Source: an optimization exercise on an open RTL-to-GDS flow (aim: small area, a short achievable clock period and few clock cycles per item). Production flows keep margins and buffers that such runs may drop. Function was checked by simulation only, so behaviour that the tests miss may differ from the original. Power is estimated from default activity; no workload was simulated.

==> design/flow/config.mk <==
export PLATFORM = sky130hd
export DESIGN_NAME = ternary_min_heap_queue
export DESIGN_NICKNAME = ternary_min_heap_queue
export VERILOG_FILES = /design/flow/design.v
export SDC_FILE = /design/flow/constraint.sdc
export NUM_CORES = 4
export LEC_CHECK = 0
export CAP_MARGIN = 20
export CORE_MARGIN = 2
export CORE_UTILIZATION = 40
export SLEW_MARGIN = 20
==> design/flow/run.sh <==
#!/bin/bash
# synth_recipe.tcl (not shown) runs the flow's synth.tcl, then flattens the netlist and writes it again
# the make line also repeats each setting of config.mk as NAME=value (left out here)
make -C /OpenROAD-flow-scripts/flow DESIGN_CONFIG=/design/flow/config.mk WORK_HOME=/design/flow/orfs CLKGATE_MAP_FILE= SYNTH_SCRIPT=/design/flow/synth_recipe.tcl finish
==> design/flow/design.v <==
`timescale 1ns / 1ps
package tmhq_pkg;
  localparam int PRIO_BITS   = 32;
  localparam int IO_TAG_BITS = 16;
  localparam int COUNT_BITS  = 7;
  localparam logic ACT_INSERT = 1'b0;
  localparam logic ACT_REMOVE = 1'b1;
  typedef enum logic [1:0] {
    ST_INSERTED = 2'd0,
    ST_REMOVED  = 2'd1,
    ST_EMPTY    = 2'd2,
    ST_FULL     = 2'd3
  } status_t;
  typedef enum logic [3:0] {
    S_IDLE,
    S_DISPATCH,
    S_RM_ROOT,
    S_RM_LAST,
    S_UP_LEVEL,
    S_UP_CMP,
    S_DN_LEVEL,
    S_DN_SCAN,
    S_DN_DEC,
    S_FINISH
  } state_t;
endpackage
`timescale 1ns / 1ps
import tmhq_pkg::*;
module ternary_min_heap_queue #(
  parameter int CAPACITY = 64,
  parameter int TAG_BITS = 16
) (
  input  logic        clk,
  input  logic        rst,
  input  logic        s_tvalid,
  output logic        s_tready,
  input  logic [47:0] s_tdata,    
  input  logic [0:0]  s_tuser,    
  output logic        m_tvalid,
  input  logic        m_tready,
  output logic [55:0] m_tdata,    
  output logic [1:0]  m_tuser     
);
  localparam int N  = CAPACITY;
  localparam int PB = PRIO_BITS;
  localparam int EW = PRIO_BITS + IO_TAG_BITS;           
  localparam int RW = 2 + COUNT_BITS + EW;               
  function automatic logic lt_s(input logic [PB-1:0] a, input logic [PB-1:0] b);
    logic [PB-1:0] ua;
    logic [PB-1:0] ub;
    logic [PB-1:0] g;
    logic [PB-1:0] p;
    ua = {~a[PB-1], a[PB-2:0]};
    ub = {~b[PB-1], b[PB-2:0]};
    g  = ~ua & ub;
    p  = ~ua | ub;
    for (int w = 1; w < PB; w = w * 2) begin
      for (int k = 0; k + w < PB; k = k + 2 * w) begin
        g[k + 2*w - 1] = g[k + 2*w - 1] | (p[k + 2*w - 1] & g[k + w - 1]);
        p[k + 2*w - 1] = p[k + 2*w - 1] & p[k + w - 1];
      end
    end
    lt_s = g[PB-1];
  endfunction
  logic          r_v;
  logic          r_act;
  logic [EW-1:0] r_x;
  logic          a_v;
  logic          a_act;
  logic [EW-1:0] a_x;
  logic [N-1:0]  a_lt;
  logic          go;         
  logic          ins_f;      
  logic          rem_f;      
  logic [N-1:0]  sel_x;
  logic [N-1:0]  sel_l;
  logic [N-1:0]  sel_r;
  logic          rdy;        
  logic [EW-1:0]         v [N];
  logic [N-1:0]          valid;
  logic [COUNT_BITS-1:0] count;
  logic          m_v;
  logic          s_v;
  logic [RW-1:0] m_q;
  logic [RW-1:0] s_q;
  logic          full;
  logic          empty;
  logic          a_take;
  logic          pop;
  logic [RW-1:0] res;
  assign full     = valid[N-1];
  assign empty    = !valid[0];
  assign a_take   = !a_v || go;
  assign pop      = m_v && m_tready;
  assign s_tready = rdy;
  logic          r_v_n;
  logic          a_v_n;
  logic          a_act_n;
  logic [N-1:0]  valid_n;
  logic          m_v_n;
  logic          s_v_n;
  logic          go_n;
  logic          ins_n;
  logic          rem_n;
  assign r_v_n   = rdy ? s_tvalid : r_v;
  assign a_v_n   = a_take ? r_v : a_v;
  assign a_act_n = a_take ? r_act : a_act;
  assign valid_n = ins_f ? {valid[N-2:0], 1'b1} : rem_f ? {1'b0, valid[N-1:1]} : valid;
  assign m_v_n   = (!m_v || pop) ? (s_v || go) : m_v;
  assign s_v_n   = (!m_v || pop) ? 1'b0 : (s_v || go);
  assign go_n    = a_v_n && !(m_v_n && s_v_n);
  assign ins_n   = go_n && (a_act_n == ACT_INSERT) && !valid_n[N-1];
  assign rem_n   = go_n && (a_act_n == ACT_REMOVE) && valid_n[0];
  logic [N-1:0] cmp_raw;
  logic [N-1:0] lt_cor;
  logic [N-1:0] lt_n;
  logic         cmp_new;
  assign cmp_new = lt_s(r_x[PB-1:0], a_x[PB-1:0]);
  for (genvar i = 0; i < N; i++) begin : g_cmp
    logic c_l;
    logic c_r;
    assign cmp_raw[i] = lt_s(r_x[PB-1:0], v[i][PB-1:0]);
    if (i == 0) begin : g_l0
      assign c_l = 1'b0;
    end else begin : g_ln
      assign c_l = cmp_raw[i-1];
    end
    if (i == N - 1) begin : g_rl
      assign c_r = 1'b0;
    end else begin : g_rn
      assign c_r = cmp_raw[i+1];
    end
    assign lt_cor[i] = !valid_n[i] ||
                       ((sel_l[i] && c_l) || (sel_x[i] && cmp_new) || (sel_r[i] && c_r) ||
                        (!sel_l[i] && !sel_x[i] && !sel_r[i] && cmp_raw[i]));
  end
  assign lt_n = a_take ? lt_cor : a_lt;
  for (genvar i = 0; i < N; i++) begin : g_slot
    logic [EW-1:0] left;
    logic [EW-1:0] right;
    logic          sel_h;
    if (i == 0) begin : g_l0
      assign left = '0;
    end else begin : g_ln
      assign left = v[i-1];
    end
    if (i == N - 1) begin : g_rl
      assign right = '0;
    end else begin : g_rn
      assign right = v[i+1];
    end
    assign sel_h = !(sel_l[i] || sel_x[i] || sel_r[i]);
    always_ff @(posedge clk) begin
      v[i] <= ({EW{sel_h}} & v[i]) | ({EW{sel_x[i]}} & a_x) |
              ({EW{sel_l[i]}} & left) | ({EW{sel_r[i]}} & right);
    end
  end
  logic [N-1:0] sel_x_n;
  logic [N-1:0] sel_l_n;
  logic [N-1:0] sel_r_n;
  for (genvar i = 0; i < N; i++) begin : g_sel
    if (i == 0) begin : g_l0
      assign sel_x_n[i] = ins_n && lt_n[i];
      assign sel_l_n[i] = 1'b0;
    end else begin : g_ln
      assign sel_x_n[i] = ins_n && lt_n[i] && !lt_n[i-1];
      assign sel_l_n[i] = ins_n && lt_n[i] && lt_n[i-1];
    end
    if (i == N - 1) begin : g_rl
      assign sel_r_n[i] = 1'b0;
    end else begin : g_rn
      assign sel_r_n[i] = rem_n && valid_n[i+1];
    end
  end
  always_comb begin
    res = '0;
    if (a_act == ACT_INSERT) begin
      res[RW-1:RW-2] = full ? ST_FULL : ST_INSERTED;
      res[EW+:COUNT_BITS] = full ? count : count + COUNT_BITS'(1);
    end else if (empty) begin
      res[RW-1:RW-2] = ST_EMPTY;
    end else begin
      res[RW-1:RW-2] = ST_REMOVED;
      res[EW+:COUNT_BITS] = count - COUNT_BITS'(1);
      res[EW-1:0] = v[0];
    end
  end
  always_ff @(posedge clk) begin
    if (rst) begin
      r_v   <= 1'b0;
      a_v   <= 1'b0;
      m_v   <= 1'b0;
      s_v   <= 1'b0;
      go    <= 1'b0;
      ins_f <= 1'b0;
      rem_f <= 1'b0;
      sel_x <= '0;
      sel_l <= '0;
      sel_r <= '0;
      rdy   <= 1'b0;
      valid <= '0;
      count <= '0;
    end else begin
      r_v   <= r_v_n;
      a_v   <= a_v_n;
      m_v   <= m_v_n;
      s_v   <= s_v_n;
      go    <= go_n;
      ins_f <= ins_n;
      rem_f <= rem_n;
      sel_x <= sel_x_n;
      sel_l <= sel_l_n;
      sel_r <= sel_r_n;
      rdy   <= !r_v_n || !a_v_n || go_n;
      valid <= valid_n;
      if (ins_f) count <= count + COUNT_BITS'(1);
      else if (rem_f) count <= count - COUNT_BITS'(1);
    end
  end
  always_ff @(posedge clk) begin
    if (rdy) begin
      r_act <= s_tuser[0];
      r_x   <= s_tdata;
    end
    if (a_take) begin
      a_x <= r_x;
    end
    a_act <= a_act_n;
    a_lt  <= lt_n;
    if (!m_v || pop) begin
      m_q <= s_v ? s_q : res;
    end
    if (go) begin
      s_q <= res;
    end
  end
  assign m_tvalid = m_v;
  assign m_tdata  = {1'b0, m_q[EW+:COUNT_BITS], m_q[EW-1:0]};
  assign m_tuser  = m_q[RW-1:RW-2];
endmodule
==> design/flow/constraint.sdc <==
create_clock -name core_clock -period 7.5 [get_ports {clk}]
set_input_delay 1.5000 -clock core_clock [delete_from_list [all_inputs] [get_ports {clk}]]
set_output_delay 1.5000 -clock core_clock [all_outputs]
set_load 0.01 [all_outputs]
==> tab_implementation.tex, run 1 <==
\begin{tabular}{lr}
\hline
Metric & Value \\
\hline
\multicolumn{2}{l}{\textbf{Timing}} \\
\quad RSZ-0062 raised after global routing & false \\
\quad Final number of max-transition violations & 0 \\
\quad PnR worst setup slack & 2.401 ns \\
\quad Post-route clock skew & 0.07933 ns \\
\quad Final min period & 5.099 ns \\
\quad Worst hold slack & 0.4146 ns \\
\quad Setup Total Neg Slack & 0 ns \\
\quad Max Fclk & 196.1 MHz \\
\quad Slew at the pin with the worst max-slew slack & 1.325 ns \\
\quad Total count of hold-check failures in the final report & 0 \\
\quad Worst slew margin & 11.55\% \\
\quad Fin crit share & 67.99\% \\
\quad Final setup fails & 0 \\
\multicolumn{2}{l}{\textbf{Yosys}} \\
\quad Syn Area/Cell & 8.285 sq um \\
\quad Async S/R FF share, synth & 0\% \\
\quad Number of nets in the synthesized netlist & 21,150 \\
\quad Sequential area share after synthesis & 42.65\% \\
\quad Post-synth design cell area & 174,700 sq um \\
\quad Number of flops mapped to enable cells by yosys & 211 \\
\quad Total number of yosys warnings & 2 \\
\quad Unique cell type count in the Yosys netlist & 108 \\
\quad Number of instances in the synthesized netlist & 21,090 \\
\quad Post-synth top flop & sky130\_fd\_sc\_hd\_\_dfxtp\_1 \\
\quad Yosys reg bits & 3,617 \\
\multicolumn{2}{l}{\textbf{Power}} \\
\quad IR drop worst, VDD & 203.6 uV \\
\quad Leak & 77.40 nW \\
\quad Total power draw & 52.53 mW \\
\quad Total power per unit cell area & 271.7 nW/um\^{}2 \\
\multicolumn{2}{l}{\textbf{Clocking}} \\
\quad Setup bufs post-CTS & 0 \\
\quad Max H-tree Level & 5 \\
\quad Clock Tree Root & sky130\_fd\_sc\_hd\_\_clkbuf\_16 \\
\quad Insertion delay of the later-clocked pin in the worst-skew pair & 1.12 ns \\
\quad Post-cts sizing count & 0 \\
\quad Clock tree buffer depth & 4 \\
\quad TritonCTS clock tree & built \\
\quad Number of buffers inserted by hold repair at cts & 0 \\
\quad CTS buffer count & 406 \\
\quad Number of clock sinks & 3,617 \\
\quad Reg clk slew, reported paths & 0.06 ns \\
\multicolumn{2}{l}{\textbf{GRT}} \\
\quad Initial antenna violation count & 53 \\
\quad Number of global-route vias before repair & 169,500 \\
\quad Maximum number of pins on one net before global-route repair & 86 \\
\quad Total global routing track utilization & 37.64\% \\
\quad Overall overflow remaining after global route & 0 \\
\quad Global-route wire length before repair & 1254 mm \\
\multicolumn{2}{l}{\textbf{Layout}} \\
\quad Final core utilization & 44.46\% \\
\quad Final instance area & 193,300 sq um \\
\quad Layout Cells excl Fill & 26,090 \\
\quad Area grow syn2layout & 10.64\% \\
\quad Leading cell type in the layout, fill and taps excluded & sky130\_fd\_sc\_hd\_\_nand2\_1 \\
\quad Share of post-route cells with drive strength above 1 & 7.743\% \\
\quad Nets & 20,040 \\
\quad Leading cell types in the layout, fill and taps excluded & sky130\_fd\_sc\_hd\_\_nand2\_1, sky130\_fd\_sc\_hd\_\_dfxtp\_1, sky130\_fd\_sc\_hd\_\_a222oi\_1, sky130\_fd\_sc\_hd\_\_inv\_1, sky130\_fd\_sc\_hd\_\_a21oi\_1 \\
\multicolumn{2}{l}{\textbf{Setup path}} \\
\quad Worst EP arrival & 6.08 ns \\
\quad Endpoint required time on the critical path & 8.49 ns \\
\quad R2R setup slack & 2.40 ns \\
\quad Type of origin of the critical path & flip-flop \\
\quad CP max stage cell & sky130\_fd\_sc\_hd\_\_or2\_4 \\
\quad Cells traversed along the worst timing path & inv\_4, o21ai\_0, a221oi\_1, o2111ai\_1, a211oi\_4, or2\_4, buf\_4, a222oi\_1, a31oi\_2, nor4b\_1 \\
\quad Setup crit end kind & flip-flop \\
\quad Path type of the worst setup path & flip-flop to flip-flop \\
\quad Delay of the slowest critical-path stage & 0.82 ns \\
\quad Max Fanout on Critical Path & 36 \\
\quad WP buf/inv & 2 \\
\quad Critical path's top delay family & compound AO/OA/AOI/OAI gates \\
\multicolumn{2}{l}{\textbf{Die}} \\
\quad Initial core utilization & 40.19\% \\
\quad Die Height & 664.9 um \\
\quad Overall die width & 664.9 um \\
\quad Die outline area & 442,200 sq um \\
\quad Total I/O pin count & 113 \\
\quad Area of the core region & 434,800 sq um \\
\quad Total number of placement rows & 242 \\
\multicolumn{2}{l}{\textbf{Route}} \\
\quad Number of iterations in the first detailed-routing pass & 17 \\
\quad Drt via density & 7.159 \\
\quad Post-detailed-route wirelength per cell & 33.85 um \\
\quad Total via count in the routed design & 186,800 \\
\quad Remaining number of nets flagged by the antenna check after routing & 0 \\
\quad Iter 0 DRT Violations & 47,990 \\
\quad Final Routed Wirelength & 883.3 mm \\
\quad Number of remaining DRC errors & 0 \\
\multicolumn{2}{l}{\textbf{Run status}} \\
\quad Outcome & no timing/DRC/antenna violations \\
\multicolumn{2}{l}{\textbf{Placement}} \\
\quad Cell area after placement & 179,500 sq um \\
\quad IO buf count & 111 \\
\quad Cells after DPL & 25,310 \\
\quad HPWL after DPL & 581.2 mm \\
\quad Dpl ws & 2.624 ns \\
\quad Gpl congestion & 0.9980 \\
\multicolumn{2}{l}{\textbf{Min path}} \\
\quad Worst min-delay path class & flip-flop to flip-flop \\
\multicolumn{2}{l}{\textbf{Job}} \\
\quad Number of max-cap violations & 0 \\
\hline
\end{tabular}
sequential cells by signal, indices dropped and copies added (netlist names), 57 cells and up:
name / cells
s_q: 57
valid: 64
v: 3072
m_q: 57
sel_l: 63
sel_r: 63
sel_x: 64
a_lt: 64
metal layers:
layer	vias to the layer above	share of wire [%]	routed length (um)	track usage, %
met3	3152	15	131100	11.73
met5	-	0.035	306	0.09767
met4	40	7.3	64040	24.42
met1	89810	37	323500	48.31
met2	15310	41	364300	54.31
li1	78470	-	-	-
cells in the mapped netlist (all sizes together), types with 191 or more instances:
| cell | n | share of area (%) |
|---|---|---|
| a21oi | 699 | 2.0 |
| a222oi | 3275 | 19 |
| a22oi | 309 | 1.3 |
| buf | 444 | 1.2 |
| clkbuf | 1763 | 3.8 |
| dfxtp | 3406 | 39 |
| edfxtp | 211 | 3.6 |
| inv | 788 | 1.7 |
| nand2 | 6323 | 14 |
| nand2b | 356 | 1.3 |
| nor2 | 493 | 1.1 |
| nor2b | 191 | 0.68 |
| nor3 | 193 | 0.56 |
| o21ai | 532 | 1.5 |
| o22ai | 224 | 0.80 |
final cells by class:
cell class,instances,area (sq um)
fillers,42050,241500
multi-input cells,14480,89050
flip-flops and latches,3617,74590
clock buffers,614,12060
well taps,5734,7174
repair buffers,688,5629
inverters,791,3077
clock inverters,129,1640
diodes,42,105.1
cell families (layout without fill, tap and decap cells):
group / after synthesis / after routing / share of synthesized area [%]
buf+inv: 2998 / 2222 / 6.675
xor+xnor: 8 / 8 / 0.04010
mux: 112 / 112 / 0.6752
other cells: 1 / 43 / 0.002146
fa+ha+maj: 151 / 151 / 0.8700
simple gates: 7937 / 7937 / 18.59
compound gates: 6268 / 6268 / 30.50
flops: 3617 / 3617 / 42.65
power breakdown:
group | leakage, nW | internal, mW | total, mW | switching (mW)
Combinational | 40.9 | 2.16 | 6.84 | 4.68
Clock | 6.72 | 12.1 | 20.9 | 8.89
Sequential | 29.8 | 21.4 | 24.7 | 3.34
worst paths after layout:
path,startpoint,end,cells after the start
max reg2reg,r_x[1],sel_l[13],10
min reg2reg,r_x[38],a_x[38],0
max,r_x[1],sel_l[13],10
min,r_x[38],a_x[38],0
Testbench counts, summed over its fixed seeds: cycles 16,032, items 16,000.
==> run 2, diff against run 1 <==
--- a/design/flow/design.v
+++ b/design/flow/design.v
@@ -62,9 +62,6 @@
     end
     lt_s = g[PB-1];
   endfunction
-  logic          r_v;
-  logic          r_act;
-  logic [EW-1:0] r_x;
   logic          a_v;
   logic          a_act;
   logic [EW-1:0] a_x;
@@ -72,7 +69,7 @@
   logic          go;         
   logic          ins_f;      
   logic          rem_f;      
-  logic [N-1:0]  sel_x;
+  logic [N-1:0]  sel_x;      
   logic [N-1:0]  sel_l;
   logic [N-1:0]  sel_r;
   logic          rdy;        
@@ -90,10 +87,9 @@
   logic [RW-1:0] res;
   assign full     = valid[N-1];
   assign empty    = !valid[0];
-  assign a_take   = !a_v || go;
+  assign a_take   = rdy;        
   assign pop      = m_v && m_tready;
   assign s_tready = rdy;
-  logic          r_v_n;
   logic          a_v_n;
   logic          a_act_n;
   logic [N-1:0]  valid_n;
@@ -102,9 +98,8 @@
   logic          go_n;
   logic          ins_n;
   logic          rem_n;
-  assign r_v_n   = rdy ? s_tvalid : r_v;
-  assign a_v_n   = a_take ? r_v : a_v;
-  assign a_act_n = a_take ? r_act : a_act;
+  assign a_v_n   = a_take ? s_tvalid : a_v;
+  assign a_act_n = a_take ? s_tuser[0] : a_act;
   assign valid_n = ins_f ? {valid[N-2:0], 1'b1} : rem_f ? {1'b0, valid[N-1:1]} : valid;
   assign m_v_n   = (!m_v || pop) ? (s_v || go) : m_v;
   assign s_v_n   = (!m_v || pop) ? 1'b0 : (s_v || go);
@@ -115,11 +110,11 @@
   logic [N-1:0] lt_cor;
   logic [N-1:0] lt_n;
   logic         cmp_new;
-  assign cmp_new = lt_s(r_x[PB-1:0], a_x[PB-1:0]);
+  assign cmp_new = lt_s(s_tdata[PB-1:0], a_x[PB-1:0]);
   for (genvar i = 0; i < N; i++) begin : g_cmp
     logic c_l;
     logic c_r;
-    assign cmp_raw[i] = lt_s(r_x[PB-1:0], v[i][PB-1:0]);
+    assign cmp_raw[i] = lt_s(s_tdata[PB-1:0], v[i][PB-1:0]);
     if (i == 0) begin : g_l0
       assign c_l = 1'b0;
     end else begin : g_ln
@@ -155,21 +150,18 @@
               ({EW{sel_l[i]}} & left) | ({EW{sel_r[i]}} & right);
     end
   end
-  logic [N-1:0] sel_x_n;
-  logic [N-1:0] sel_l_n;
-  logic [N-1:0] sel_r_n;
   for (genvar i = 0; i < N; i++) begin : g_sel
     if (i == 0) begin : g_l0
-      assign sel_x_n[i] = ins_n && lt_n[i];
-      assign sel_l_n[i] = 1'b0;
+      assign sel_x[i] = ins_f && a_lt[i];
+      assign sel_l[i] = 1'b0;
     end else begin : g_ln
-      assign sel_x_n[i] = ins_n && lt_n[i] && !lt_n[i-1];
-      assign sel_l_n[i] = ins_n && lt_n[i] && lt_n[i-1];
+      assign sel_x[i] = ins_f && a_lt[i] && !a_lt[i-1];
+      assign sel_l[i] = ins_f && a_lt[i] && a_lt[i-1];
     end
     if (i == N - 1) begin : g_rl
-      assign sel_r_n[i] = 1'b0;
+      assign sel_r[i] = 1'b0;
     end else begin : g_rn
-      assign sel_r_n[i] = rem_n && valid_n[i+1];
+      assign sel_r[i] = rem_f && valid[i+1];
     end
   end
   always_comb begin
@@ -187,52 +179,36 @@
   end
   always_ff @(posedge clk) begin
     if (rst) begin
-      r_v   <= 1'b0;
       a_v   <= 1'b0;
       m_v   <= 1'b0;
       s_v   <= 1'b0;
       go    <= 1'b0;
       ins_f <= 1'b0;
       rem_f <= 1'b0;
-      sel_x <= '0;
-      sel_l <= '0;
-      sel_r <= '0;
       rdy   <= 1'b0;
       valid <= '0;
       count <= '0;
     end else begin
-      r_v   <= r_v_n;
       a_v   <= a_v_n;
       m_v   <= m_v_n;
       s_v   <= s_v_n;
       go    <= go_n;
       ins_f <= ins_n;
       rem_f <= rem_n;
-      sel_x <= sel_x_n;
-      sel_l <= sel_l_n;
-      sel_r <= sel_r_n;
-      rdy   <= !r_v_n || !a_v_n || go_n;
+      rdy   <= !a_v_n || go_n;
       valid <= valid_n;
       if (ins_f) count <= count + COUNT_BITS'(1);
       else if (rem_f) count <= count - COUNT_BITS'(1);
     end
   end
+  logic m_ld;
+  assign m_ld = !m_v || pop;
   always_ff @(posedge clk) begin
-    if (rdy) begin
-      r_act <= s_tuser[0];
-      r_x   <= s_tdata;
-    end
-    if (a_take) begin
-      a_x <= r_x;
-    end
+    a_x   <= ({EW{a_take}} & s_tdata) | ({EW{!a_take}} & a_x);
     a_act <= a_act_n;
     a_lt  <= lt_n;
-    if (!m_v || pop) begin
-      m_q <= s_v ? s_q : res;
-    end
-    if (go) begin
-      s_q <= res;
-    end
+    m_q   <= ({RW{m_ld && s_v}} & s_q) | ({RW{m_ld && !s_v}} & res) | ({RW{!m_ld}} & m_q);
+    s_q   <= ({RW{go}} & res) | ({RW{!go}} & s_q);
   end
   assign m_tvalid = m_v;
   assign m_tdata  = {1'b0, m_q[EW+:COUNT_BITS], m_q[EW-1:0]};
--- a/design/flow/config.mk
+++ b/design/flow/config.mk
@@ -6,6 +6,9 @@
 export NUM_CORES = 4
 export LEC_CHECK = 0
 export CAP_MARGIN = 20
+export CELL_PAD_IN_SITES_DETAIL_PLACEMENT = 1
 export CORE_MARGIN = 2
 export CORE_UTILIZATION = 40
+export PLACE_DENSITY = 0.45
+export SETUP_SLACK_MARGIN = 4.2
 export SLEW_MARGIN = 20
==> tab_implementation.tex, run 2 <==
\begin{tabular}{lr}
\hline
Metric & Value \\
\hline
\multicolumn{2}{l}{\textbf{Setup path}} \\
\quad Endpoint required time on the critical path & 8.31 ns \\
\quad Type of origin of the critical path & input pin \\
\quad Worst R2R Path Depth & 10 \\
\quad Setup crit end kind & flip-flop \\
\quad Critical path's top delay family & compound AO/OA/AOI/OAI gates \\
\quad Worst EP arrival & 4.46 ns \\
\quad Max Fanout on Critical Path & 44 \\
\quad WP buf/inv & 3 \\
\quad CP max stage cell & sky130\_fd\_sc\_hd\_\_or3\_4 \\
\quad Path type of the worst setup path & input pin to flip-flop \\
\quad Cells traversed along the worst timing path & buf\_4, inv\_8, buf\_12, o22ai\_1, o21bai\_1, nor3\_1, o31ai\_2, a31oi\_1, or3\_4, a221o\_1, a221o\_1 \\
\quad R2R setup slack & 3.99 ns \\
\quad Critical register-to-register path endpoint & a\_lt[31] \\
\quad Number of logic stages on the critical path including buffering & 11 \\
\quad Delay of the slowest critical-path stage & 0.44 ns \\
\quad Cell with the most instances on the worst path & sky130\_fd\_sc\_hd\_\_a221o\_1 \\
\multicolumn{2}{l}{\textbf{Yosys}} \\
\quad Unique cell type count in the Yosys netlist & 93 \\
\quad Post-synth design cell area & 171,900 sq um \\
\quad Top post-synthesis cells by count & sky130\_fd\_sc\_hd\_\_a22oi\_1, sky130\_fd\_sc\_hd\_\_nand2\_1, sky130\_fd\_sc\_hd\_\_dfxtp\_1 \\
\quad Post-synth top flop & sky130\_fd\_sc\_hd\_\_dfxtp\_1 \\
\quad Sequential area share after synthesis & 40.32\% \\
\quad Library cell occupying the most area in the post-synthesis netlist & sky130\_fd\_sc\_hd\_\_dfxtp\_1 \\
\quad Number of instances in the synthesized netlist & 20,870 \\
\quad Yosys reg bits & 3,377 \\
\quad Area contributors post-synth & sky130\_fd\_sc\_hd\_\_dfxtp\_1, sky130\_fd\_sc\_hd\_\_a22oi\_1, sky130\_fd\_sc\_hd\_\_nand2\_1 \\
\quad Number of nets in the synthesized netlist & 20,920 \\
\quad Top cell type's share of synthesized area & 37.37\% \\
\quad Total number of yosys warnings & 2 \\
\quad Async S/R FF share, synth & 0\% \\
\quad Syn Area/Cell & 8.236 sq um \\
\quad Most repeated cell in the gate-level netlist after synthesis & sky130\_fd\_sc\_hd\_\_a22oi\_1 \\
\quad Number of flops mapped to enable cells by yosys & 169 \\
\multicolumn{2}{l}{\textbf{GRT}} \\
\quad Maximum number of pins on one net before global-route repair & 71 \\
\quad Global-route wire length before repair & 1535 mm \\
\quad Initial antenna violation count & 119 \\
\quad Number of global-route vias before repair & 185,200 \\
\quad Total global routing track utilization & 49.35\% \\
\quad Overall overflow remaining after global route & 0 \\
\multicolumn{2}{l}{\textbf{Timing}} \\
\quad Final min period & 3.655 ns \\
\quad PnR worst setup slack & 3.845 ns \\
\quad Setup Total Neg Slack & 0 ns \\
\quad Slew at the pin with the worst max-slew slack & 1.345 ns \\
\quad Worst slew margin & 10.33\% \\
\quad Final number of max-transition violations & 0 \\
\quad Total count of hold-check failures in the final report & 0 \\
\quad Fin crit share & 48.74\% \\
\quad Post-route clock skew & 0.05765 ns \\
\quad RSZ-0062 raised after global routing & true \\
\quad Final setup fails & 0 \\
\quad Max Fclk & 273.6 MHz \\
\multicolumn{2}{l}{\textbf{Clocking}} \\
\quad Max H-tree Level & 5 \\
\quad Insertion delay of the later-clocked pin in the worst-skew pair & 1.08 ns \\
\quad Number of buffers inserted by hold repair at cts & 0 \\
\quad CTS buffer count & 405 \\
\quad TritonCTS clock tree & built \\
\quad Clock Tree Root & sky130\_fd\_sc\_hd\_\_clkbuf\_16 \\
\quad Clock tree buffer depth & 4 \\
\quad Number of clock sinks & 3,377 \\
\quad Reg clk slew, reported paths & 0.07 ns \\
\multicolumn{2}{l}{\textbf{Layout}} \\
\quad Final core utilization & 46.42\% \\
\quad Leading cell types in the layout, fill and taps excluded & sky130\_fd\_sc\_hd\_\_a22oi\_1, sky130\_fd\_sc\_hd\_\_nand2\_1, sky130\_fd\_sc\_hd\_\_dfxtp\_1, sky130\_fd\_sc\_hd\_\_a21oi\_1, sky130\_fd\_sc\_hd\_\_inv\_1 \\
\quad Footprint of the flip-flops and latches & 69,340 sq um \\
\quad Fill cell count & 49,030 \\
\quad Leading cell type in the layout, fill and taps excluded & sky130\_fd\_sc\_hd\_\_a22oi\_1 \\
\quad Largest register by flop count & v \\
\quad Share of post-route cells with drive strength above 1 & 10.58\% \\
\quad Multi-input logic area & 93,960 sq um \\
\quad Nets & 19,990 \\
\quad Registers with the most flip-flops & v: 3072 flops, a\_lt: 64 flops, valid: 64 flops \\
\quad Final instance area & 198,500 sq um \\
\quad Area grow syn2layout & 15.49\% \\
\quad Flip-flop count of the largest register, all copies and words added & 3,072 \\
\multicolumn{2}{l}{\textbf{Power}} \\
\quad Total power per unit cell area & 294.4 nW/um\^{}2 \\
\quad IR drop worst, VDD & 195.3 uV \\
\quad Leak & 77.64 nW \\
\multicolumn{2}{l}{\textbf{Die}} \\
\quad Die outline area & 434,900 sq um \\
\quad Initial core utilization & 40.19\% \\
\quad Total number of placement rows & 240 \\
\quad Area of the core region & 427,600 sq um \\
\quad Total I/O pin count & 113 \\
\quad Die Height & 659.5 um \\
\quad Overall die width & 659.5 um \\
\multicolumn{2}{l}{\textbf{Placement}} \\
\quad Gpl congestion & 1.011 \\
\quad Cell area after placement & 177,600 sq um \\
\quad Dpl ws & 1.566 ns \\
\quad IO buf count & 111 \\
\quad HPWL after DPL & 709.4 mm \\
\multicolumn{2}{l}{\textbf{Route}} \\
\quad Number of remaining DRC errors & 0 \\
\quad Number of iterations in the first detailed-routing pass & 14 \\
\quad Post-detailed-route wirelength per cell & 43.74 um \\
\quad Total via count in the routed design & 198,600 \\
\quad Drt via density & 7.614 \\
\quad Remaining number of nets flagged by the antenna check after routing & 0 \\
\quad Iter 0 DRT Violations & 34,850 \\
\quad Final Routed Wirelength & 1141 mm \\
\multicolumn{2}{l}{\textbf{Min path}} \\
\quad Hold Path Origin & m\_q[35] \\
\quad Worst Hold Depth & 2 \\
\quad Worst min-delay path class & flip-flop to flip-flop \\
\quad Worst min-delay path endpoint & m\_q[35] \\
\multicolumn{2}{l}{\textbf{Job}} \\
\quad Number of max-cap violations & 0 \\
\multicolumn{2}{l}{\textbf{Run status}} \\
\quad Outcome & no timing/DRC/antenna violations \\
\hline
\end{tabular}
run 2: cell types whose count changed in the layout (fill, tap and decap cells not counted), sizes merged, moves of 169 or more:
cell / before / now
a22oi: 309 / 6103
o21ai: 532 / 363
a21oi: 699 / 1040
buf: 578 / 807
nand2: 6323 / 3517
a222oi: 3275 / 201
dfxtp: 3406 / 3208
run 2: worst max path at each step:
stage | slack [ns] | startpoint | end
after global placement | 1.70 | s_tdata[0] | a_lt[32]
final | 3.84 | s_tdata[23] | a_lt[31]
after global routing | 3.96 | s_tdata[18] | a_lt[36]
after floorplan | 3.73 | s_tdata[1] | a_lt[54]
after CTS | 4.09 | s_tdata[26] | a_lt[31]
after detailed placement | 1.57 | s_tdata[0] | a_lt[32]
run 2: stage by stage:
step	power, mW	instances	hold WS, ns
final	58.43	26090	0.4457
after detailed placement	36.25	24910	0.4443
after CTS	57.14	25870	0.4537
after floorplan	30.55	20870	0.4307
after global routing	59.65	25980	0.4717
after global placement	36.05	24910	0.4354
run 2: cell families (layout without fill, tap and decap cells):
group | Yosys count | in the layout | share of synthesized area [%]
AO/OA/AOI/OAI | 9217 | 9217 | 38.93
XOR/XNOR | 6 | 6 | 0.03057
adder cells (fa/ha/maj) | 253 | 253 | 1.483
buffers and inverters | 3033 | 2433 | 6.782
flip-flops | 3377 | 3377 | 40.32
multiplexers | 107 | 107 | 0.6231
other | 1 | 131 | 0.002182
AND/OR/NAND/NOR | 4874 | 4878 | 11.84
run 2: where the power goes:
group          switching (mW)  internal (mW)
Combinational            6.75           4.08
Sequential               5.71           21.3
Clock                    8.89           11.8
Total                    21.3           37.1
run 2: area by class of cell:
type                            count  area share (%)
Multi-Input combinational cell  14460           47.33
Tap cell                         5687           3.585
Inverter                          737           1.653
Clock inverter                    113          0.6171
Sequential cell                  3377           34.93
Antenna cell                      130          0.1639
Clock buffer                      634           6.190
Timing Repair inverter             24          0.1198
Timing Repair Buffer              925           5.409
run 2: what timing repair did:
item / 4_1_cts / 5_1_grt
resized for setup: 580 / 185
endpoints found under the hold margin: 0 / 0
setup endpoints to repair: 663 / 105
gates cloned: 57 / 18
setup buffers: 161 / 67
pin swaps: 41 / 74
run 2: layer usage:
layer	wire (um)	GRT usage (%)
met2	449600	67.85
met4	106900	38.86
met5	1010	1.119
met1	422400	60.91
met3	161400	19.36
run 2: worst min-delay path: stages, from the launching register on:
cell and delay [ns]:
sky130_fd_sc_hd__dfxtp_1 0.32, sky130_fd_sc_hd__nand2_1 0.04, sky130_fd_sc_hd__o21ai_0 0.05
Testbench counts of run 2, summed over its fixed seeds: cycles 16,024, items 16,000.
==> run 3, diff against run 2 <==
--- a/design/flow/design.v
+++ b/design/flow/design.v
@@ -65,7 +65,7 @@
   logic          a_v;
   logic          a_act;
   logic [EW-1:0] a_x;
-  logic [N-1:0]  a_lt;
+  logic [N-1:0]  a_lt;       
   logic          go;         
   logic          ins_f;      
   logic          rem_f;      
@@ -87,7 +87,7 @@
   logic [RW-1:0] res;
   assign full     = valid[N-1];
   assign empty    = !valid[0];
-  assign a_take   = rdy;        
+  assign a_take   = !a_v || go;
   assign pop      = m_v && m_tready;
   assign s_tready = rdy;
   logic          a_v_n;
@@ -107,29 +107,37 @@
   assign ins_n   = go_n && (a_act_n == ACT_INSERT) && !valid_n[N-1];
   assign rem_n   = go_n && (a_act_n == ACT_REMOVE) && valid_n[0];
   logic [N-1:0] cmp_raw;
-  logic [N-1:0] lt_cor;
-  logic [N-1:0] lt_n;
   logic         cmp_new;
+  logic [N-1:0] c_raw;       
+  logic         c_new;
+  logic [N-1:0] p_lt;        
+  logic         p_ins;
+  logic         p_rem;
   assign cmp_new = lt_s(s_tdata[PB-1:0], a_x[PB-1:0]);
   for (genvar i = 0; i < N; i++) begin : g_cmp
     logic c_l;
     logic c_r;
+    logic psl;
+    logic psx;
     assign cmp_raw[i] = lt_s(s_tdata[PB-1:0], v[i][PB-1:0]);
     if (i == 0) begin : g_l0
       assign c_l = 1'b0;
+      assign psl = 1'b0;
+      assign psx = p_ins && p_lt[i];
     end else begin : g_ln
-      assign c_l = cmp_raw[i-1];
+      assign c_l = c_raw[i-1];
+      assign psl = p_ins && p_lt[i] && p_lt[i-1];
+      assign psx = p_ins && p_lt[i] && !p_lt[i-1];
     end
     if (i == N - 1) begin : g_rl
-      assign c_r = 1'b0;
+      assign c_r = 1'b1;
     end else begin : g_rn
-      assign c_r = cmp_raw[i+1];
-    end
-    assign lt_cor[i] = !valid_n[i] ||
-                       ((sel_l[i] && c_l) || (sel_x[i] && cmp_new) || (sel_r[i] && c_r) ||
-                        (!sel_l[i] && !sel_x[i] && !sel_r[i] && cmp_raw[i]));
-  end
-  assign lt_n = a_take ? lt_cor : a_lt;
+      assign c_r = c_raw[i+1];
+    end
+    assign a_lt[i] = !valid[i] ||
+                     ((psl && c_l) || (psx && c_new) || (p_rem && c_r) ||
+                      (!psl && !psx && !p_rem && c_raw[i]));
+  end
   for (genvar i = 0; i < N; i++) begin : g_slot
     logic [EW-1:0] left;
     logic [EW-1:0] right;
@@ -185,7 +193,7 @@
       go    <= 1'b0;
       ins_f <= 1'b0;
       rem_f <= 1'b0;
-      rdy   <= 1'b0;
+      rdy   <= 1'b1;
       valid <= '0;
       count <= '0;
     end else begin
@@ -206,7 +214,13 @@
   always_ff @(posedge clk) begin
     a_x   <= ({EW{a_take}} & s_tdata) | ({EW{!a_take}} & a_x);
     a_act <= a_act_n;
-    a_lt  <= lt_n;
+    if (a_take) begin
+      c_raw <= cmp_raw;
+      c_new <= cmp_new;
+      p_lt  <= a_lt;
+      p_ins <= ins_f;
+      p_rem <= rem_f;
+    end
     m_q   <= ({RW{m_ld && s_v}} & s_q) | ({RW{m_ld && !s_v}} & res) | ({RW{!m_ld}} & m_q);
     s_q   <= ({RW{go}} & res) | ({RW{!go}} & s_q);
   end
--- a/design/flow/config.mk
+++ b/design/flow/config.mk
@@ -10,5 +10,5 @@
 export CORE_MARGIN = 2
 export CORE_UTILIZATION = 40
 export PLACE_DENSITY = 0.45
-export SETUP_SLACK_MARGIN = 4.2
+export SETUP_SLACK_MARGIN = 4.5
 export SLEW_MARGIN = 20
==> tab_implementation.tex, run 3 <==
\begin{tabular}{lr}
\hline
Metric & Value \\
\hline
\multicolumn{2}{l}{\textbf{Run status}} \\
\quad Outcome & no timing/DRC/antenna violations \\
\multicolumn{2}{l}{\textbf{Power}} \\
\quad Total power per unit cell area & 278.9 nW/um\^{}2 \\
\quad Cell Int Power & 37.30 mW \\
\quad Clock power share & 37.1\% \\
\quad Combinational share of power & 17.7\% \\
\quad Total power draw & 57.61 mW \\
\quad Net switching power figure & 20.31 mW \\
\quad Switching power share of the total & 35.26\% \\
\quad Leak & 74.76 nW \\
\quad Sequential group share of total power & 45.3\% \\
\quad IR drop worst, VDD & 188.2 uV \\
\multicolumn{2}{l}{\textbf{Route}} \\
\quad Total via count in the routed design & 194,500 \\
\quad Remaining number of nets flagged by the antenna check after routing & 0 \\
\quad Final Routed Wirelength & 1052 mm \\
\quad Number of iterations in the first detailed-routing pass & 13 \\
\quad Iter 0 DRT Violations & 25,740 \\
\quad Drt via density & 7.170 \\
\quad Number of remaining DRC errors & 0 \\
\quad Post-detailed-route wirelength per cell & 38.78 um \\
\multicolumn{2}{l}{\textbf{Clocking}} \\
\quad Clock Tree Root & sky130\_fd\_sc\_hd\_\_clkbuf\_16 \\
\quad Number of buffers inserted by hold repair at cts & 0 \\
\quad TritonCTS clock tree & built \\
\quad Insertion delay of the later-clocked pin in the worst-skew pair & 1.08 ns \\
\quad Max H-tree Level & 5 \\
\quad Reg clk slew, reported paths & 0.06 ns \\
\quad Number of clock sinks & 3,444 \\
\quad CTS buffer count & 418 \\
\quad Clock tree buffer depth & 4 \\
\multicolumn{2}{l}{\textbf{Setup path}} \\
\quad R2R setup slack & 4.49 ns \\
\quad Worst R2R Path Depth & 10 \\
\quad Cells traversed along the worst timing path & buf\_6 \\
\quad Max Fanout on Critical Path & 2 \\
\quad Path type of the worst setup path & flip-flop to primary output \\
\quad Delay of the slowest critical-path stage & 0.43 ns \\
\quad Setup crit end kind & primary output \\
\quad CP max stage cell & sky130\_fd\_sc\_hd\_\_dfxtp\_4 \\
\quad Worst EP arrival & 1.63 ns \\
\quad Critical register-to-register path endpoint & v[2][31] \\
\quad Worst R2R Start & p\_rem \\
\quad Endpoint required time on the critical path & 6.00 ns \\
\quad End point of the critical path & m\_tdata[7] \\
\quad Critical path's top delay family & flip-flops \\
\quad WP buf/inv & 1 \\
\quad Type of origin of the critical path & flip-flop \\
\quad Crit path launch & m\_q[7] \\
\quad Number of logic stages on the critical path including buffering & 1 \\
\multicolumn{2}{l}{\textbf{Layout}} \\
\quad Nets & 20,790 \\
\quad Largest register by flop count & v \\
\quad Multi-input logic area & 100,400 sq um \\
\quad Share of post-route cells with drive strength above 1 & 9.864\% \\
\quad Area grow syn2layout & 13.88\% \\
\quad Fill cell count & 51,860 \\
\quad Leading cell type in the layout, fill and taps excluded & sky130\_fd\_sc\_hd\_\_nand2\_1 \\
\quad Layout Cells excl Fill & 27,130 \\
\quad Leading cell types in the layout, fill and taps excluded & sky130\_fd\_sc\_hd\_\_nand2\_1, sky130\_fd\_sc\_hd\_\_a22oi\_1, sky130\_fd\_sc\_hd\_\_dfxtp\_1, sky130\_fd\_sc\_hd\_\_a21oi\_1, sky130\_fd\_sc\_hd\_\_o21ai\_0 \\
\quad Flip-flop count of the largest register, all copies and words added & 3,072 \\
\quad Footprint of the flip-flops and latches & 71,410 sq um \\
\multicolumn{2}{l}{\textbf{Timing}} \\
\quad Fin crit share & 41.68\% \\
\quad Final number of max-transition violations & 0 \\
\quad Final setup fails & 0 \\
\quad Total count of hold-check failures in the final report & 0 \\
\quad Final min period & 3.126 ns \\
\quad Setup Total Neg Slack & 0 ns \\
\quad Slew at the pin with the worst max-slew slack & 1.189 ns \\
\quad Max Fclk & 319.9 MHz \\
\quad Worst slew margin & 20.70\% \\
\quad Post-route clock skew & 0.05354 ns \\
\quad RSZ-0062 raised after global routing & true \\
\multicolumn{2}{l}{\textbf{GRT}} \\
\quad Maximum number of pins on one net before global-route repair & 97 \\
\quad Number of global-route vias before repair & 187,800 \\
\quad Initial antenna violation count & 86 \\
\quad Overall overflow remaining after global route & 0 \\
\quad Global-route wire length before repair & 1440 mm \\
\quad Total global routing track utilization & 42.42\% \\
\multicolumn{2}{l}{\textbf{Yosys}} \\
\quad Top post-synthesis cells by count & sky130\_fd\_sc\_hd\_\_nand2\_1, sky130\_fd\_sc\_hd\_\_a22oi\_1, sky130\_fd\_sc\_hd\_\_dfxtp\_1 \\
\quad Number of nets in the synthesized netlist & 21,840 \\
\quad Number of instances in the synthesized netlist & 21,780 \\
\quad Post-synth design cell area & 181,400 sq um \\
\quad Post-synth top flop & sky130\_fd\_sc\_hd\_\_dfxtp\_1 \\
\quad Area contributors post-synth & sky130\_fd\_sc\_hd\_\_dfxtp\_1, sky130\_fd\_sc\_hd\_\_a22oi\_1, sky130\_fd\_sc\_hd\_\_nand2\_1 \\
\quad Syn Area/Cell & 8.326 sq um \\
\quad Most repeated cell in the gate-level netlist after synthesis & sky130\_fd\_sc\_hd\_\_nand2\_1 \\
\quad Total number of yosys warnings & 2 \\
\quad Async S/R FF share, synth & 0\% \\
\quad Library cell occupying the most area in the post-synthesis netlist & sky130\_fd\_sc\_hd\_\_dfxtp\_1 \\
\quad Sequential area share after synthesis & 39.32\% \\
\quad Yosys reg bits & 3,444 \\
\quad Number of flops mapped to enable cells by yosys & 236 \\
\quad Unique cell type count in the Yosys netlist & 83 \\
\quad Top cell type's share of synthesized area & 35.41\% \\
\multicolumn{2}{l}{\textbf{Die}} \\
\quad Die Height & 677.4 um \\
\quad Die outline area & 458,800 sq um \\
\quad Total number of placement rows & 247 \\
\quad Total I/O pin count & 113 \\
\quad Overall die width & 677.4 um \\
\quad Area of the core region & 452,100 sq um \\
\quad Initial core utilization & 40.12\% \\
\multicolumn{2}{l}{\textbf{Placement}} \\
\quad Gpl congestion & 0.9221 \\
\quad Cells after DPL & 26,050 \\
\quad HPWL after DPL & 664.1 mm \\
\quad IO buf count & 111 \\
\multicolumn{2}{l}{\textbf{Min path}} \\
\quad Worst min-delay path class & flip-flop to flip-flop \\
\multicolumn{2}{l}{\textbf{Job}} \\
\quad Number of max-cap violations & 0 \\
\hline
\end{tabular}
## run 3: cell count changes after synthesis, sizes merged, moves of 224 or more
cell,previous run,this run
o21ai,363,1347
a21oi,1040,1583
mux2i,107,1053
buf,411,789
o221ai,193,417
a22oi,6103,3537
a221o,37,772
clkbuf,1885,1573
## run 3: per-layer routing
metal | share of wire (%) | GRT usage (%) | vias to the layer above
li1 | - | - | 80370
met3 | 10 | 9.750 | 3336
met2 | 43 | 64.74 | 11570
met1 | 39 | 53.66 | 99200
met5 | 0.019 | 0 | -
met4 | 7.8 | 27.71 | 30
## run 3: cells by family (layout without fill, tap and decap cells)
kind of cell / count (synthesis) / in the layout / share of synthesized area [%]
AOI/OAI and AO/OA: 9025 / 9031 / 35.04
DFF: 3444 / 3444 / 39.32
buffers and inverters: 2917 / 2205 / 6.777
other: 1 / 65 / 0.002068
xor gates and xnor gates: 8 / 8 / 0.03863
and+or+nand+nor: 5114 / 5123 / 11.77
adders and majority gates: 203 / 203 / 1.126
muxes: 1072 / 1072 / 5.929
## run 3: worst reg2reg max path, cell delays in order (launching register included)
cell and delay [ns]:
sky130_fd_sc_hd__edfxtp_1 0.48, sky130_fd_sc_hd__buf_4 0.23, sky130_fd_sc_hd__buf_6 0.24, sky130_fd_sc_hd__a211oi_1 0.25, sky130_fd_sc_hd__a21oi_1 0.06, sky130_fd_sc_hd__and3_1 0.23, sky130_fd_sc_hd__inv_4 0.33, sky130_fd_sc_hd__buf_12 0.31
sky130_fd_sc_hd__buf_6 0.30, sky130_fd_sc_hd__mux2i_1 0.33, sky130_fd_sc_hd__o21ai_0 0.11
## run 3: through the flow
step	util, %	hold WS, ns	area [sq um]	setup WS [ns]
after floorplan	-	0.4255	182000	4.233
after global placement	41.10	0.4355	185800	2.376
after detailed placement	41.11	0.4415	185900	2.209
after CTS	45.01	0.4565	203500	4.345
after global routing	45.65	0.4792	206400	4.384
final	45.68	0.4529	206600	4.374
## run 3: worst min-delay path by stage
stage | from | slack [ns] | cells after the start | to
after floorplan | v[63][46] | 0.43 | 2 | v[63][46]
after global routing | m_q[40] | 0.48 | 2 | m_q[40]
final | v[63][42] | 0.45 | 2 | v[63][42]
after global placement | v[63][35] | 0.44 | 2 | v[63][35]
after detailed placement | m_q[26] | 0.44 | 2 | m_q[26]
after CTS | v[63][42] | 0.46 | 2 | v[63][42]
## run 3: layout make-up
type                            instances  area share [%]
Multi-Input combinational cell      15440           48.63
Sequential cell                      3444           34.57
Timing Repair Buffer                  857           5.014
Timing Repair inverter                 20         0.09571
Clock buffer                          662           6.074
Antenna cell                           64         0.07754
Tap cell                             5976           3.620
Inverter                              555           1.235
Clock inverter                        111          0.6869
## run 3: repair_timing
| item | in CTS | in global routing |
|---|---|---|
| pin swaps | 48 | 83 |
| setup buffers | 67 | 78 |
| gates resized for setup | 877 | 271 |
| hold endpoints to repair | 0 | 0 |
| gates cloned | 46 | 44 |
| setup endpoints to repair | 3177 | 1779 |
## run 3: power by group through the flow
stage	Combinational, mW	Sequential, mW	Clock [mW]
floorplan	6.24	23.6	0
global placement	8.90	26.1	0
detailed placement	9.13	26.1	0
CTS	9.55	25.7	21.4
global route	10.8	26.2	22.2
finish	10.2	26.1	21.4
Testbench counts of run 3, summed over its fixed seeds: cycles 16,016, items 16,000.
==> run 4, diff against run 3 <==
--- a/design/flow/config.mk
+++ b/design/flow/config.mk
@@ -9,6 +9,8 @@
 export CELL_PAD_IN_SITES_DETAIL_PLACEMENT = 1
 export CORE_MARGIN = 2
 export CORE_UTILIZATION = 40
+export CTS_CLUSTER_DIAMETER = 60
+export CTS_CLUSTER_SIZE = 18
 export PLACE_DENSITY = 0.45
 export SETUP_SLACK_MARGIN = 4.5
 export SLEW_MARGIN = 20
==> tab_implementation.tex, run 4 <==
\begin{tabular}{lr}
\hline
Metric & Value \\
\hline
\multicolumn{2}{l}{\textbf{GRT}} \\
\quad Total global routing track utilization & 42.43\% \\
\quad Number of global-route vias before repair & 188,200 \\
\quad Initial antenna violation count & 83 \\
\quad Global-route wire length before repair & 1441 mm \\
\quad Overall overflow remaining after global route & 0 \\
\quad Maximum number of pins on one net before global-route repair & 97 \\
\multicolumn{2}{l}{\textbf{Power}} \\
\quad Combinational share of power & 17.1\% \\
\quad Switching power share of the total & 36.12\% \\
\quad Clock power share & 39.1\% \\
\quad Total power per unit cell area & 285.7 nW/um\^{}2 \\
\quad Net switching power figure & 21.50 mW \\
\quad Sequential group share of total power & 43.8\% \\
\quad Cell Int Power & 38.01 mW \\
\quad Total power draw & 59.51 mW \\
\quad Leak & 75.59 nW \\
\quad IR drop worst, VDD & 200.0 uV \\
\multicolumn{2}{l}{\textbf{Clocking}} \\
\quad Reg clk slew, reported paths & 0.06 ns \\
\quad Number of clock sinks & 3,444 \\
\quad Insertion delay of the later-clocked pin in the worst-skew pair & 1.09 ns \\
\quad TritonCTS clock tree & built \\
\quad Max H-tree Level & 5 \\
\quad Clock Tree Root & sky130\_fd\_sc\_hd\_\_clkbuf\_16 \\
\quad CTS buffer count & 442 \\
\quad Clock tree buffer depth & 4 \\
\multicolumn{2}{l}{\textbf{Layout}} \\
\quad Leading cell type in the layout, fill and taps excluded & sky130\_fd\_sc\_hd\_\_nand2\_1 \\
\quad Flip-flop count of the largest register, all copies and words added & 3,072 \\
\quad Share of post-route cells with drive strength above 1 & 10.68\% \\
\quad Leading cell types in the layout, fill and taps excluded & sky130\_fd\_sc\_hd\_\_nand2\_1, sky130\_fd\_sc\_hd\_\_a22oi\_1, sky130\_fd\_sc\_hd\_\_dfxtp\_1, sky130\_fd\_sc\_hd\_\_a21oi\_1, sky130\_fd\_sc\_hd\_\_o21ai\_0 \\
\quad Area grow syn2layout & 14.87\% \\
\quad Nets & 20,810 \\
\quad Fill cell count & 51,750 \\
\quad Largest register by flop count & v \\
\multicolumn{2}{l}{\textbf{Setup path}} \\
\quad Max Fanout on Critical Path & 19 \\
\quad Path type of the worst setup path & flip-flop to flip-flop \\
\quad Endpoint required time on the critical path & 8.52 ns \\
\quad Type of origin of the critical path & flip-flop \\
\quad Worst EP arrival & 4.16 ns \\
\quad Setup crit end kind & flip-flop \\
\multicolumn{2}{l}{\textbf{Route}} \\
\quad Iter 0 DRT Violations & 25,280 \\
\quad Number of remaining DRC errors & 0 \\
\quad Total via count in the routed design & 194,600 \\
\quad Remaining number of nets flagged by the antenna check after routing & 0 \\
\quad Drt via density & 7.163 \\
\quad Post-detailed-route wirelength per cell & 38.77 um \\
\quad Number of iterations in the first detailed-routing pass & 13 \\
\quad Final Routed Wirelength & 1053 mm \\
\multicolumn{2}{l}{\textbf{Min path}} \\
\quad Worst min-delay path class & flip-flop to flip-flop \\
\multicolumn{2}{l}{\textbf{Die}} \\
\quad Die Height & 677.4 um \\
\quad Initial core utilization & 40.12\% \\
\quad Total number of placement rows & 247 \\
\quad Area of the core region & 452,100 sq um \\
\quad Die outline area & 458,800 sq um \\
\quad Overall die width & 677.4 um \\
\quad Total I/O pin count & 113 \\
\multicolumn{2}{l}{\textbf{Timing}} \\
\quad Final min period & 3.142 ns \\
\quad Slew at the pin with the worst max-slew slack & 1.316 ns \\
\quad Final setup fails & 0 \\
\quad Total count of hold-check failures in the final report & 0 \\
\quad Setup Total Neg Slack & 0 ns \\
\quad Final number of max-transition violations & 0 \\
\quad Max Fclk & 318.3 MHz \\
\quad Post-route clock skew & 0.06793 ns \\
\quad Worst slew margin & 12.16\% \\
\quad Fin crit share & 41.90\% \\
\quad RSZ-0062 raised after global routing & true \\
\multicolumn{2}{l}{\textbf{Yosys}} \\
\quad Area contributors post-synth & sky130\_fd\_sc\_hd\_\_dfxtp\_1, sky130\_fd\_sc\_hd\_\_a22oi\_1, sky130\_fd\_sc\_hd\_\_nand2\_1 \\
\quad Top post-synthesis cells by count & sky130\_fd\_sc\_hd\_\_nand2\_1, sky130\_fd\_sc\_hd\_\_a22oi\_1, sky130\_fd\_sc\_hd\_\_dfxtp\_1 \\
\quad Sequential area share after synthesis & 39.32\% \\
\quad Yosys reg bits & 3,444 \\
\quad Number of nets in the synthesized netlist & 21,840 \\
\quad Post-synth top flop & sky130\_fd\_sc\_hd\_\_dfxtp\_1 \\
\quad Syn Area/Cell & 8.326 sq um \\
\quad Library cell occupying the most area in the post-synthesis netlist & sky130\_fd\_sc\_hd\_\_dfxtp\_1 \\
\quad Async S/R FF share, synth & 0\% \\
\quad Top cell type's share of synthesized area & 35.41\% \\
\quad Number of instances in the synthesized netlist & 21,780 \\
\quad Post-synth design cell area & 181,400 sq um \\
\quad Total number of yosys warnings & 2 \\
\quad Most repeated cell in the gate-level netlist after synthesis & sky130\_fd\_sc\_hd\_\_nand2\_1 \\
\quad Unique cell type count in the Yosys netlist & 83 \\
\quad Number of flops mapped to enable cells by yosys & 236 \\
\multicolumn{2}{l}{\textbf{Placement}} \\
\quad HPWL after DPL & 664.1 mm \\
\quad IO buf count & 111 \\
\quad Gpl congestion & 0.9221 \\
\multicolumn{2}{l}{\textbf{Run status}} \\
\quad Outcome & no timing/DRC/antenna violations \\
\multicolumn{2}{l}{\textbf{Job}} \\
\quad Number of max-cap violations & 0 \\
\hline
\end{tabular}
[run 4: cell count changes in the layout (fill, tap and decap cells not counted), sizes merged]
| cell | delta |
|---|---|
| and3 | -1 |
| buf | -6 |
| bufbuf | +2 |
| bufinv | +16 |
| clkbuf | -155 |
| clkinv | +58 |
| clkinvlp | +26 |
| diode | -12 |
| dlygate4sd2 | +1 |
| dlymetal6s2s | +1 |
| inv | +113 |
[run 4: final timing paths]
kind                            slack [ns]  cells past startpoint      start   endpoint
worst min-delay path                  0.45                      2  v[63][32]  v[63][32]
worst min register to register        0.45                      2  v[63][32]  v[63][32]
worst max-delay path                  4.36                      8      p_rem  v[49][31]
worst max register to register        4.36                      8      p_rem  v[49][31]
[run 4: metal layers]
layer	vias to the layer above	track usage (%)	share of wire (%)
met1	99390	53.81	39
met4	42	26.76	7.9
met3	3237	9.642	10
met2	11530	65.11	43
li1	80430	-	-
met5	-	0	0.036
[run 4: final cells by class]
| class | instances | area (sq um) | share of cell area, % |
|---|---|---|---|
| timing repair buffer | 853 | 10370 | 4.977 |
| sequential | 3444 | 71410 | 34.27 |
| clock buffer | 509 | 11890 | 5.706 |
| timing repair inverter | 17 | 178.9 | 0.08588 |
| inverter | 555 | 2594 | 1.245 |
| multi-input combinational | 15440 | 100500 | 48.24 |
| tap | 5976 | 7477 | 3.589 |
| antenna | 52 | 130.1 | 0.06246 |
| clock inverter | 327 | 3791 | 1.820 |
[run 4: logic make-up (layout without fill, tap and decap cells)]
family | count (synthesis) | after routing | share of synthesized area (%)
flip-flops | 3444 | 3444 | 39.32
AO/OA/AOI/OAI | 9025 | 9031 | 35.04
multiplexers | 1072 | 1072 | 5.929
other | 1 | 53 | 0.002068
AND/OR/NAND/NOR | 5114 | 5122 | 11.77
XOR/XNOR | 8 | 8 | 0.03863
buffers and inverters | 2917 | 2261 | 6.777
adder cells (fa/ha/maj) | 203 | 203 | 1.126
[run 4: worst max-delay path, stage by stage (launching register included)]
cell and delay, ns:
sky130_fd_sc_hd__edfxtp_1 0.47, sky130_fd_sc_hd__bufinv_16 0.31, sky130_fd_sc_hd__buf_12 0.25, sky130_fd_sc_hd__nand3_1 0.35
sky130_fd_sc_hd__and4_4 0.34, sky130_fd_sc_hd__inv_2 0.33, sky130_fd_sc_hd__and3_2 0.66, sky130_fd_sc_hd__a22oi_1 0.21
sky130_fd_sc_hd__nand2_1 0.12
[run 4: what timing repair did]
item / CTS / global route
pin swaps: 45 / 94
hold buffers: 0 / 0
gates resized for setup: 867 / 292
setup endpoints to repair: 3164 / 1590
buffers inserted: 53 / 89
gates cloned: 48 / 39
[run 4: power by group through the flow]
stage / clock, mW / combinational (mW) / sequential [mW]
2_1_floorplan: 0 / 6.24 / 23.6
3_3_place_gp: 0 / 8.90 / 26.1
3_5_place_dp: 0 / 9.13 / 26.1
4_1_cts: 23.4 / 9.52 / 25.7
5_1_grt: 24.1 / 10.8 / 26.2
6_report: 23.3 / 10.2 / 26.1
[run 4: through the flow]
stage	setup slack (ns)	area [sq um]	utilization, %	hold WS [ns]	instances
CTS	4.364	205000	45.35	0.4571	26990
detailed placement	2.209	185900	41.11	0.4415	26050
global route	4.378	208200	46.06	0.4807	27130
floorplan	4.233	182000	-	0.4255	21780
global placement	2.376	185800	41.10	0.4355	26050
finish	4.358	208300	46.08	0.4534	27170
==> run 5, diff against run 4 <==
--- a/design/flow/config.mk
+++ b/design/flow/config.mk
@@ -9,8 +9,6 @@
 export CELL_PAD_IN_SITES_DETAIL_PLACEMENT = 1
 export CORE_MARGIN = 2
 export CORE_UTILIZATION = 40
-export CTS_CLUSTER_DIAMETER = 60
-export CTS_CLUSTER_SIZE = 18
 export PLACE_DENSITY = 0.45
-export SETUP_SLACK_MARGIN = 4.5
+export SETUP_SLACK_MARGIN = 4.65
 export SLEW_MARGIN = 20
==> tab_implementation.tex, run 5 <==
\begin{tabular}{lr}
\hline
Metric & Value \\
\hline
\multicolumn{2}{l}{\textbf{Die}} \\
\quad Die outline area & 458,800 sq um \\
\quad Total number of placement rows & 247 \\
\quad Initial core utilization & 40.12\% \\
\quad Area of the core region & 452,100 sq um \\
\quad Overall die width & 677.4 um \\
\quad Total I/O pin count & 113 \\
\quad Die Height & 677.4 um \\
\multicolumn{2}{l}{\textbf{GRT}} \\
\quad Initial antenna violation count & 88 \\
\quad Maximum number of pins on one net before global-route repair & 97 \\
\quad Global-route wire length before repair & 1475 mm \\
\quad Number of global-route vias before repair & 188,500 \\
\quad Overall overflow remaining after global route & 0 \\
\quad Total global routing track utilization & 43.83\% \\
\multicolumn{2}{l}{\textbf{Yosys}} \\
\quad Async S/R FF share, synth & 0\% \\
\quad Total number of yosys warnings & 2 \\
\quad Top post-synthesis cells by count & sky130\_fd\_sc\_hd\_\_nand2\_1, sky130\_fd\_sc\_hd\_\_a22oi\_1, sky130\_fd\_sc\_hd\_\_dfxtp\_1 \\
\quad Most repeated cell in the gate-level netlist after synthesis & sky130\_fd\_sc\_hd\_\_nand2\_1 \\
\quad Library cell occupying the most area in the post-synthesis netlist & sky130\_fd\_sc\_hd\_\_dfxtp\_1 \\
\quad Largest family of logic cells by synthesized area & compound AO/OA/AOI/OAI gates \\
\quad Compound-gate portion of the synthesized area & 35.04\% \\
\quad Post-synthesis mux area share & 5.929\% \\
\quad Number of nets in the synthesized netlist & 21,840 \\
\quad Post-synthesis simple-gate area fraction & 11.77\% \\
\quad Top cell type's share of synthesized area & 35.41\% \\
\quad Sequential area share after synthesis & 39.32\% \\
\quad Syn Area/Cell & 8.326 sq um \\
\quad Post-synth top flop & sky130\_fd\_sc\_hd\_\_dfxtp\_1 \\
\quad XOR/XNOR Fraction of Synth Area & 0.03863\% \\
\quad Number of flops mapped to enable cells by yosys & 236 \\
\quad Unique cell type count in the Yosys netlist & 83 \\
\quad Number of instances in the synthesized netlist & 21,780 \\
\quad Area contributors post-synth & sky130\_fd\_sc\_hd\_\_dfxtp\_1, sky130\_fd\_sc\_hd\_\_a22oi\_1, sky130\_fd\_sc\_hd\_\_nand2\_1 \\
\quad Post-synth design cell area & 181,400 sq um \\
\quad Fraction of the mapped netlist area in adder cells & 1.126\% \\
\quad Yosys reg bits & 3,444 \\
\multicolumn{2}{l}{\textbf{Setup path}} \\
\quad Type of origin of the critical path & input pin \\
\quad Path type of the worst setup path & input pin to flip-flop \\
\quad Critical path's top delay family & compound AO/OA/AOI/OAI gates \\
\quad Delay of the slowest critical-path stage & 0.40 ns \\
\quad Crit path launch & s\_tdata[15] \\
\quad Setup crit end kind & flip-flop \\
\quad Endpoint required time on the critical path & 8.27 ns \\
\quad WP buf/inv & 3 \\
\quad Critical register-to-register path endpoint & v[30][31] \\
\quad CP max stage cell & sky130\_fd\_sc\_hd\_\_nor4b\_2 \\
\quad Cells traversed along the worst timing path & buf\_12, inv\_8, buf\_6, a21oi\_1, o32ai\_1, a21oi\_2, o221ai\_1, nor4b\_2, o221ai\_1 \\
\quad End point of the critical path & c\_raw[56] \\
\quad Worst R2R Path Depth & 7 \\
\quad R2R setup slack & 4.59 ns \\
\quad Max Fanout on Critical Path & 34 \\
\quad Cell with the most instances on the worst path & sky130\_fd\_sc\_hd\_\_o221ai\_1 \\
\quad Worst R2R Start & rem\_f \\
\quad Worst EP arrival & 4.08 ns \\
\quad Number of logic stages on the critical path including buffering & 9 \\
\multicolumn{2}{l}{\textbf{Placement}} \\
\quad IO buf count & 111 \\
\quad Gpl congestion & 0.9191 \\
\quad Cell area after placement & 185,700 sq um \\
\quad Cells after DPL & 26,020 \\
\quad Dpl ws & 1.809 ns \\
\quad HPWL after DPL & 657.6 mm \\
\multicolumn{2}{l}{\textbf{Timing}} \\
\quad RSZ-0062 raised after global routing & true \\
\quad PnR worst setup slack & 4.190 ns \\
\quad Total count of hold-check failures in the final report & 0 \\
\quad Final min period & 3.310 ns \\
\quad Max Fclk & 302.1 MHz \\
\quad Setup Total Neg Slack & 0 ns \\
\quad Fin crit share & 44.13\% \\
\quad Worst hold slack & 0.4517 ns \\
\quad Final number of max-transition violations & 0 \\
\quad Post-route clock skew & 0.03860 ns \\
\quad Worst slew margin & 17.60\% \\
\quad Final setup fails & 0 \\
\quad Slew at the pin with the worst max-slew slack & 1.236 ns \\
\multicolumn{2}{l}{\textbf{Clocking}} \\
\quad Clock tree buffer depth & 4 \\
\quad Clock Tree Root & sky130\_fd\_sc\_hd\_\_clkbuf\_16 \\
\quad Reg clk slew, reported paths & 0.06 ns \\
\quad Number of clock sinks & 3,444 \\
\quad Max H-tree Level & 5 \\
\quad Insertion delay of the later-clocked pin in the worst-skew pair & 1.05 ns \\
\quad CTS buffer count & 416 \\
\quad TritonCTS clock tree & built \\
\quad Number of buffers inserted by hold repair at cts & 0 \\
\multicolumn{2}{l}{\textbf{Power}} \\
\quad IR drop worst, VDD & 196.8 uV \\
\quad Total power draw & 58.36 mW \\
\quad Total power per unit cell area & 276.6 nW/um\^{}2 \\
\quad Leak & 76.69 nW \\
\multicolumn{2}{l}{\textbf{Route}} \\
\quad Final Routed Wirelength & 1095 mm \\
\quad Remaining number of nets flagged by the antenna check after routing & 0 \\
\quad Iter 0 DRT Violations & 26,130 \\
\quad Post-detailed-route wirelength per cell & 40.15 um \\
\quad Number of remaining DRC errors & 0 \\
\quad Number of iterations in the first detailed-routing pass & 10 \\
\quad Total via count in the routed design & 196,900 \\
\quad Drt via density & 7.221 \\
\multicolumn{2}{l}{\textbf{Layout}} \\
\quad Final instance area & 211,000 sq um \\
\quad Leading cell type in the layout, fill and taps excluded & sky130\_fd\_sc\_hd\_\_nand2\_1 \\
\quad Nets & 20,940 \\
\quad Share of post-route cells with drive strength above 1 & 11.14\% \\
\quad Leading cell types in the layout, fill and taps excluded & sky130\_fd\_sc\_hd\_\_nand2\_1, sky130\_fd\_sc\_hd\_\_a22oi\_1, sky130\_fd\_sc\_hd\_\_dfxtp\_1, sky130\_fd\_sc\_hd\_\_a21oi\_1, sky130\_fd\_sc\_hd\_\_o21ai\_0 \\
\quad Flip-flop count of the largest register, all copies and words added & 3,072 \\
\quad Largest register by flop count & v \\
\quad Final core utilization & 46.66\% \\
\quad Layout Cells excl Fill & 27,270 \\
\quad Area grow syn2layout & 16.32\% \\
\multicolumn{2}{l}{\textbf{Run status}} \\
\quad Outcome & no timing/DRC/antenna violations \\
\multicolumn{2}{l}{\textbf{Job}} \\
\quad Number of max-cap violations & 0 \\
\multicolumn{2}{l}{\textbf{Min path}} \\
\quad Worst min-delay path class & flip-flop to flip-flop \\
\hline
\end{tabular}
## run 5: cell counts after synthesis
No cell type changed its count.
## run 5: cells by family (layout without fill, tap and decap cells)
family,after synthesis,after routing
compound gates,9025,9036
simple gates,5114,5128
flops,3444,3444
buf+inv,2917,2347
mux,1072,1072
fa+ha+maj,203,203
xor+xnor,8,8
other cells,1,56
## run 5: worst min path at each step
| stage | start | endpoint | cells past startpoint |
|---|---|---|---|
| floorplan | v[63][46] | v[63][46] | 2 |
| global placement | m_q[8] | m_q[8] | 2 |
| detailed placement | m_q[1] | m_q[1] | 2 |
| CTS | v[63][33] | v[63][33] | 2 |
| global route | v[1][32] | v[1][32] | 2 |
| finish | v[63][33] | v[63][33] | 2 |
## run 5: worst reg2reg max path, stage by stage (launching register included)
cell and delay [ns]:
sky130_fd_sc_hd__dfxtp_4 0.62, sky130_fd_sc_hd__buf_12 0.28, sky130_fd_sc_hd__and2_2 0.57, sky130_fd_sc_hd__buf_8 0.34
sky130_fd_sc_hd__a21oi_4 0.09, sky130_fd_sc_hd__buf_4 0.37, sky130_fd_sc_hd__a22oi_1 0.43, sky130_fd_sc_hd__nand2_1 0.08
## run 5: repair_timing
item                                    in CTS  in global routing
pin swaps                                   87                212
endpoints found under the setup margin    3315               2129
cloned                                      97                 61
buffers inserted                           125                139
resized for setup                         1140                458
## run 5: area by class of cell
type	instances	area (sq um)
fill	51540	241200
multi-input combinational	15450	101300
sequential	3444	71410
timing repair buffer	991	13620
clock buffer	647	12640
tap	5976	7477
inverter	555	2646
clock inverter	130	1499
timing repair inverter	24	242.7
antenna	55	137.6
## run 5: report_power, final
group          switching [mW]  internal, mW  total [mW]
clock                    9.09          12.5        21.5
sequential               4.96          21.2        26.2
combinational            6.68          3.98        10.7
total                    20.7          37.6        58.4
## run 5: per-layer routing
metal / GRT usage [%] / part of all wire (%) / vias up
met1: 54.82 / 38 / 100200
met2: 65.05 / 42 / 12290
met4: 31.00 / 8.6 / 26
met5: 0 / 0.027 / -
met3: 12.06 / 11 / 3616
li1: - / - / 80740

==> separate check: timing with driven ports <==
How much do the figures lean on ideal ports? The routed layouts below were timed once more, with nothing changed but the port constraints.
Step 1 assumes that a clkbuf_16 drives the clock port and a buf_2 every other input.
Step 2 moves the port delays by t, midway between the first and last clock arrival at a register: inputs arrive t later, outputs are due t later. That takes back most of the time a late clock gives input paths.
Slacks: ideal / step 1 / step 2; pairs: ideal / step 1.
| run | t, ns | setup WS [ns] | latest minus earliest clock arrival (ns) | pins driven straight from the clock port |
|---|---|---|---|---|
| run 1 | 1.174 | 2.401 / 2.401 / 2.401 | 0.089 / 0.090 | 1 |
| run 2 | 1.182 | 3.845 / 3.700 / 2.518 | 0.064 / 0.064 | 1 |
| run 3 | 1.187 | 4.374 / 4.165 / 2.978 | 0.057 / 0.057 | 1 |
| run 4 | 1.201 | 4.358 / 4.088 / 2.887 | 0.073 / 0.072 | 1 |
| run 5 | 1.176 | 4.190 / 4.098 / 2.922 | 0.050 / 0.050 | 1 |
After both steps setup and hold are still met in every run listed. The setup slack of run 4, which loses most, moves by -0.270 ns with the drivers and by -1.471 ns with both steps.
